This design comes from an exercise in tuning for small area on the open sky130 flow, not from production work.
Only simulation tests tie the RTL to the original design; equivalence was not proved.
Power is estimated from default activity; no workload was simulated.

===== config.mk =====
export PLATFORM = sky130hd
export DESIGN_NAME = sliding_window_maximum_core
export DESIGN_NICKNAME = sliding_window_maximum_core
export VERILOG_FILES = /design/flow/design.v
export SDC_FILE = /design/flow/constraint.sdc
export NUM_CORES = 4
export LEC_CHECK = 0
export CAP_MARGIN = 20
export CORE_MARGIN = 2
export CORE_UTILIZATION = 40
export SLEW_MARGIN = 20

===== constraint.sdc =====
create_clock -name core_clock -period 6.0 [get_ports {i_clk}]
set_input_delay 1.2000 -clock core_clock [delete_from_list [all_inputs] [get_ports {i_clk}]]
set_output_delay 1.2000 -clock core_clock [all_outputs]
set_load 0.01 [all_outputs]

===== design.v =====
package swm_pkg;
    localparam int WINDOW_MAX_DEF   = 64;
    localparam int SAMPLE_WIDTH_DEF = 16;
    localparam int CFG_W            = 7;
    localparam logic [CFG_W-1:0] WINDOW_RESET = CFG_W'(1);
endpackage
module swm_cell #(
    parameter int SAMPLE_WIDTH = swm_pkg::SAMPLE_WIDTH_DEF,
    parameter int AGE_W        = 7
) (
    input  logic                           i_clk,
    input  logic                           i_rst_n,
    input  logic                           i_head,
    input  logic                           i_ctl_advance,  
    input  logic                           i_ctl_drop,     
    input  logic                           i_ctl_flush,    
    input  logic                           i_ctl_clear,    
    input  logic signed [SAMPLE_WIDTH-1:0] i_sample,
    input  logic                           i_prev_keep,    
    input  logic                           i_up_keep,      
    input  logic signed [SAMPLE_WIDTH-1:0] i_up_value,
    input  logic        [AGE_W-1:0]        i_up_age,
    output logic                           o_valid,        
    output logic                           o_keep,         
    output logic signed [SAMPLE_WIDTH-1:0] o_value,
    output logic        [AGE_W-1:0]        o_age,
    output logic signed [SAMPLE_WIDTH-1:0] o_next_value
);
    logic                           r_valid;
    logic                           n_valid;
    logic signed [SAMPLE_WIDTH-1:0] r_value;
    logic signed [SAMPLE_WIDTH-1:0] n_value;
    logic        [AGE_W-1:0]        r_age;
    logic        [AGE_W-1:0]        n_age;
    logic                           kill;
    logic                           keep_raw;
    logic                           src_keep;
    logic signed [SAMPLE_WIDTH-1:0] src_value;
    logic        [AGE_W-1:0]        src_age;
    logic                           prev_ok;
    always_comb begin
        kill      = (r_value <= i_sample);
        keep_raw  = r_valid && !kill && !i_ctl_flush;
        src_keep  = i_ctl_drop ? i_up_keep  : keep_raw;
        src_value = i_ctl_drop ? i_up_value : r_value;
        src_age   = i_ctl_drop ? i_up_age   : r_age;
        prev_ok   = i_head || (i_ctl_drop ? keep_raw : i_prev_keep);
        n_valid = r_valid;
        n_value = r_value;
        n_age   = r_age;
        if (i_ctl_clear) begin
            n_valid = 1'b0;
        end else if (i_ctl_advance) begin
            n_valid = src_keep || prev_ok;
            if (src_keep) begin
                n_value = src_value;
                n_age   = (src_age == '1) ? src_age : src_age + 1'b1;
            end else begin
                n_value = i_sample;
                n_age   = AGE_W'(1);
            end
        end
    end
    always_ff @(posedge i_clk) begin
        if (!i_rst_n) begin
            r_valid <= 1'b0;
        end else begin
            r_valid <= n_valid;
        end
    end
    always_ff @(posedge i_clk) begin
        r_value <= n_value;
        r_age   <= n_age;
    end
    assign o_valid      = r_valid;
    assign o_keep       = keep_raw;
    assign o_value      = r_value;
    assign o_age        = r_age;
    assign o_next_value = n_value;
endmodule
module sliding_window_maximum_core #(
    parameter int WINDOW_MAX   = swm_pkg::WINDOW_MAX_DEF,
    parameter int SAMPLE_WIDTH = swm_pkg::SAMPLE_WIDTH_DEF,
    parameter int TDATA_W      = ((SAMPLE_WIDTH + 7) / 8) * 8
) (
    input  logic                      i_clk,
    input  logic                      i_rst_n,
    input  logic                      i_s_tvalid,
    output logic                      o_s_tready,
    input  logic [TDATA_W-1:0]        i_s_tdata,    
    input  logic                      i_s_tuser,    
    output logic                      o_m_tvalid,
    input  logic                      i_m_tready,
    output logic [TDATA_W-1:0]        o_m_tdata,    
    input  logic                      i_cfg_we,
    input  logic [swm_pkg::CFG_W-1:0] i_cfg_wdata
);
    localparam int AGE_W = $clog2(WINDOW_MAX + 1);
    logic [swm_pkg::CFG_W-1:0]      r_window;
    logic [AGE_W-1:0]               r_fill;
    logic [AGE_W-1:0]               n_fill;
    logic                           r_out_valid;
    logic signed [SAMPLE_WIDTH-1:0] r_out;
    logic                           accept;
    logic [AGE_W-1:0]               win_k;
    logic [AGE_W-1:0]               fill_base;
    logic                           emit;
    logic signed [SAMPLE_WIDTH-1:0] sample;
    logic                           ctl_advance;
    logic                           ctl_drop;
    logic                           ctl_flush;
    logic                           ctl_clear;
    logic [WINDOW_MAX-1:0]                  link_valid;
    logic [WINDOW_MAX-1:0]                  link_keep;
    logic [WINDOW_MAX-1:0][SAMPLE_WIDTH-1:0] value;
    logic [WINDOW_MAX-1:0][AGE_W-1:0]        age;
    logic [WINDOW_MAX-1:0][SAMPLE_WIDTH-1:0] next_value;
    assign o_s_tready = !r_out_valid || i_m_tready;
    assign accept     = i_s_tvalid && o_s_tready;
    assign sample     = $signed(i_s_tdata[SAMPLE_WIDTH-1:0]);
    always_comb begin
        if (r_window == '0) begin
            win_k = AGE_W'(1);
        end else if (32'(r_window) > 32'(WINDOW_MAX)) begin
            win_k = AGE_W'(WINDOW_MAX);
        end else begin
            win_k = AGE_W'(r_window);
        end
    end
    always_comb begin
        ctl_clear   = i_cfg_we;
        ctl_advance = accept && !i_cfg_we;
        ctl_flush   = i_s_tuser;
        ctl_drop    = accept && !i_cfg_we && !i_s_tuser && link_valid[0] && (age[0] >= win_k);
        fill_base = i_s_tuser ? '0 : r_fill;
        n_fill    = (32'(fill_base) < 32'(WINDOW_MAX)) ? fill_base + 1'b1 : fill_base;
        emit      = (n_fill >= win_k);
    end
    genvar gi;
    generate
        for (gi = 0; gi < WINDOW_MAX; gi++) begin : g_cell
            logic                           prev_keep;
            logic                           up_keep;
            logic signed [SAMPLE_WIDTH-1:0] up_value;
            logic        [AGE_W-1:0]        up_age;
            if (gi == 0) begin : g_head
                assign prev_keep = 1'b0;
            end else begin : g_body
                assign prev_keep = link_keep[gi-1];
            end
            if (gi == WINDOW_MAX - 1) begin : g_tail
                assign up_keep  = 1'b0;
                assign up_value = '0;
                assign up_age   = '0;
            end else begin : g_inner
                assign up_keep  = link_keep[gi+1];
                assign up_value = value[gi+1];
                assign up_age   = age[gi+1];
            end
            swm_cell #(
                .SAMPLE_WIDTH (SAMPLE_WIDTH),
                .AGE_W        (AGE_W)
            ) u_cell (
                .i_clk        (i_clk),
                .i_rst_n      (i_rst_n),
                .i_head       (gi == 0),
                .i_ctl_advance(ctl_advance),
                .i_ctl_drop   (ctl_drop),
                .i_ctl_flush  (ctl_flush),
                .i_ctl_clear  (ctl_clear),
                .i_sample     (sample),
                .i_prev_keep  (prev_keep),
                .i_up_keep    (up_keep),
                .i_up_value   (up_value),
                .i_up_age     (up_age),
                .o_valid      (link_valid[gi]),
                .o_keep       (link_keep[gi]),
                .o_value      (value[gi]),
                .o_age        (age[gi]),
                .o_next_value (next_value[gi])
            );
        end
    endgenerate
    always_ff @(posedge i_clk) begin
        if (!i_rst_n) begin
            r_window    <= swm_pkg::WINDOW_RESET;
            r_fill      <= '0;
            r_out_valid <= 1'b0;
        end else begin
            if (i_cfg_we) begin
                r_window <= i_cfg_wdata;
                r_fill   <= '0;
            end else if (accept) begin
                r_fill <= n_fill;
            end
            if (ctl_advance && emit) begin
                r_out_valid <= 1'b1;
            end else if (i_m_tready) begin
                r_out_valid <= 1'b0;
            end
        end
    end
    always_ff @(posedge i_clk) begin
        if (ctl_advance && emit) begin
            r_out <= next_value[0];
        end
    end
    assign o_m_tvalid = r_out_valid;
    assign o_m_tdata  = TDATA_W'($unsigned(r_out));
endmodule

===== run.sh =====
#!/bin/bash
# synth_recipe.tcl (not shown) runs the flow's synth.tcl, then flattens the netlist and writes it again
# the make line also repeats each setting of config.mk as NAME=value (left out here)
make -C /OpenROAD-flow-scripts/flow DESIGN_CONFIG=/design/flow/config.mk WORK_HOME=/design/flow/orfs CLKGATE_MAP_FILE= SYNTH_SCRIPT=/design/flow/synth_recipe.tcl finish

==> notes.md <==
-- placed cells by master (no fill, tap or decap), types with 21 or more instances in the layout --
cell             Yosys  layout
buf_12               0      51
a21oi_1            494     494
nor2b_1             85      84
o21a_1              39      39
a21boi_0            33      33
nand2b_1            41      41
inv_1              167     150
o21ai_0            379     379
o211ai_1            78      78
a21o_1              71      71
nand3_1            263     263
nor3b_1             25      25
nor2_1             573     567
nand2_1            812     810
a311oi_1            98      98
clkinv_2             0      36
a211oi_1            96      96
clkbuf_1           183      42
buf_4               45     313
or3_1               21      21
and4_1              36      35
mux2i_1            286     285
and2_1              51      50
nor3_1             275     275
nor4_1              38      38
a31oi_1            122     121
bufinv_16            0      27
xor2_1             104     104
clkbuf_8             0      21
mux2_2             977     977
or2_2               39      39
ha_1              1103    1103
dfxtp_1             95      95
nand4_1            309     309
and3_1             149     149
xnor2_1            167     167
clkdlybuf4s50_1      0      29
clkbuf_16            0     188
edfxtp_1          1472    1472
-- state kept, by name, summed over array words and instances, names as in the netlist --
name,count
g_cell.u_cell.r_value,1024
g_cell.u_cell.r_age,448
g_cell.u_cell.r_valid,64
r_out,16
r_fill,7
r_window,7
r_out_valid,1
-- report_power, final --
group	internal [mW]	switching, mW	total (mW)
Sequential	12.5	0.410	13.0
Clock	7.16	4.83	12.0
Combinational	1.38	2.17	3.55
-- per-stage QoR --
step                setup slack [ps]  power (mW)  hold slack [ps]
global placement                 622        16.5              446
floorplan                        623        15.3              432
finish                          1230        28.5              489
global route                     967        29.4              516
CTS                             1270        28.6              488
detailed placement               625        16.7              474
-- logic make-up after synthesis --
family	count (synthesis)	synth area share, %
buf+inv	635	2.77
simple gates	2796	13.2
mux	1276	13.5
fa+ha+maj	1103	13.3
flops	1567	44.4
xor+xnor	271	2.28
compound gates	1701	10.6
-- routing by layer --
layer / up-vias / track usage, % / share of wire, %
met1: 39562 / 32.9 / 44
li1: 36223 / - / -
met4: 24 / 8.88 / 3.6
met3: 676 / 4.04 / 7.8
met2: 3139 / 37.8 / 45
met5: - / 0 / 0.048
-- cell type report --
type,count,area (um2),area share (%)
diodes,7,17.5,0.0151
well taps,3402,4260,3.67
clock buffers,251,5150,4.44
repair buffers,396,3690,3.18
multi-input cells,7147,55000,47.4
flip-flops and latches,1567,46100,39.7
clock inverters,91,1200,1.03
inverters,169,682,0.587
-- worst min path at each step --
stage                                        start                        to  slack, ps  cells past startpoint
after global placement    g_cell[0].u_cell.r_valid  g_cell[0].u_cell.r_valid        450                      2
after floorplan           g_cell[0].u_cell.r_valid  g_cell[0].u_cell.r_valid        430                      2
after CTS                                r_fill[1]                 r_fill[1]        490                      2
final                     g_cell[0].u_cell.r_valid  g_cell[0].u_cell.r_valid        490                      2
after global routing      g_cell[0].u_cell.r_valid  g_cell[0].u_cell.r_valid        520                      2
after detailed placement  g_cell[0].u_cell.r_valid  g_cell[0].u_cell.r_valid        470                      2
-- critical path, delay by kind of cell, from the launching register on --
family          cells  cell delay (ps)
compound gates      2              380
xor+xnor            1              100
fa+ha+maj           2              530
buf+inv             2              570
flops               1              480
simple gates        8             2310
==> results by group <==
Status
  • Status: timing/DRC/antenna clean

Global route
  • First-pass GRT wire length: just under 500000 um
  • Initial antenna violation count: 27
  • Vias in the first global route: around 80k
  • GRT Overall Usage: between 20% and 30%
  • Grt total ovfl: 0
  • Largest net degree at the start of global routing: approximately 120

Clock tree
  • Quantity of gates resized following cts: 0
  • Skew-Pair Late Insertion Delay: 860 ps
  • Hold_buf cts: 0
  • Post-CTS Setup Inserts: 0
  • CTS tree: done
  • H-tree levels: 4
  • Clk sinks: between 1.5k and 2k
  • CTS root buf: clkbuf_16
  • CTS buffer count: 182
  • Clk buf depth: 3
  • Clock transition at path regs: around 60 ps

Placement
  • Port bufs: 46
  • Cell Count Post-Placement: roughly 13k
  • Detailed Place HPWL: roughly 220000 um
  • Gpl congestion: around 0.91
  • Post-DP Area: 110000 um2

Routing
  • WL/cell: 24.9 um
  • Detailed Routing Iterations Pass 1: 8
  • WL final: approximately 320000 um
  • 1st-iter DRT viols: around 7.7k
  • Via-per-instance ratio: slightly above 6
  • Drt drc: 0
  • Total number of vias: roughly 80k
  • Antenna Nets Post-Route: 0

STA
  • Clock skew: around 35 ps
  • Unrepaired setup endpoints after global routing: no
  • Slew HR: between 20 and 25%
  • Slew @ Worst Pin: between 1000 and 1500 ps
  • Period utilisation layout: 79.4%
  • Final setup TNS: 0 ps
  • Hold Violations, Final: 0
  • Max Fclk: about 210 MHz
  • Pins Over Slew Limit: 0
  • Final min period: ~4800 ps
  • Final Setup Violations: 0

Yosys
  • Synth Warn #: 2
  • Synth area leaders: edfxtp_1 43%, ha_1 13%, mux2_2 11%
  • Synth unique cells: 107
  • Commonest register cell after synthesis: edfxtp_1
  • Cell taking the most area after synthesis: edfxtp_1
  • Seq/Total Area, Yosys: 44.4%
  • Post-synth top area share: a little over two fifths
  • Syn_nets: between 10k and 15k
  • Most common cell in the netlist: edfxtp_1
  • Synth Register Bits: around 1.6k
  • Top cells by count, synth: 1472 x edfxtp_1, 1103 x ha_1, 977 x mux2_2, 812 x nand2_1, 573 x nor2_1
  • Syn Area/Cell: about 11 um2
  • Synth Cell Area: 104000 um2
  • EDFF count, synth: 1472
  • Mapped Cells: just over 9k
  • Ys async rst share: 0%

Job
  • MaxCap Viol Count: 0

Cells and area
  • Layout cells sized above 1: 18.6%
  • Final cell count without fillers: between 10k and 15k
  • Post-route core utilization: between 40 and 50%
  • Area Overhead vs Synth: 11.8%
  • Final instance area: roughly 120000 um2
  • Fillers: around 23k
  • Final nets: roughly 11k

Setup path
  • Critical path fanouts, max: just over 60
  • Endpoint type of the worst setup path: register
  • Critical path origin: r_window[6]
  • R2r startpoint: r_window[6]
  • Worst path arrival time: 5370 ps
  • CP required: about 6600 ps
  • Critical Path Start Type: register
  • Crit path kind: reg2reg
  • CP cell instances: inv_1, nand2_1, ha_1, nand3_1, and2_1, o21ai_4, nand2_8, buf_12, nand2_1, nand2_1, ha_1, o21ai_1, nor3_2, xnor2_1, or2_2
  • End of the critical path: g_cell[47].u_cell.r_age[0]
  • Slowest stage delay, CP: between 700 and 800 ps
  • Critical path's most frequent cell: nand2_1
  • Reg-to-reg slack, setup: around 1200 ps
  • Crit-path slowest cell: and2_1
  • R2r worst-path depth: 15
  • Reg-to-Reg End: g_cell[47].u_cell.r_age[0]

Floorplan
  • Ports: 47
  • Core ar.: 259000 um2
  • Full die area: roughly 260000 um2
  • DIE HEIGHT: roughly 510 um
  • Chip width: around 500 um
  • Initial Utilization: between 40% and 50%
  • Row count: 187

Pwr
  • Leak: about 44 nW
  • Pwr dens: 245 nW/um2
  • VDD IR max: about 0.00034 V

Worst hold path
  • Worst hold path class: reg2reg

[afterwards: timing with drivers on the ports]
How much do the figures lean on ideal ports? The routed layout below was timed once more, with nothing changed but the port constraints. Step 1: set_driving_cell puts a clkbuf_16 on i_clk and a buf_2 on each other input, an assumption about the parent block. Step 2 adds t to the input delays and takes it off the output delays; t is the mean of the earliest and latest rising clock arrival at the registers after step 1. Input paths then give back, and output paths get back, about the clock's delay inside the block. Three values: ideal, step 1, step 2; two values: the first two.
shift t [ns]: 0.947
setup slack, ns: 1.233 / 1.233 / 0.404
hold WS [ns]: 0.489 / 0.489 / 0.489
clock arrival spread, ns: 0.038 / 0.038
worst slew at a driven data input, ns: 0.16
After both steps setup and hold are still met in this run. For this run, drivers alone change the setup slack by 0.000 ns; drivers and shift together by -0.829 ns.
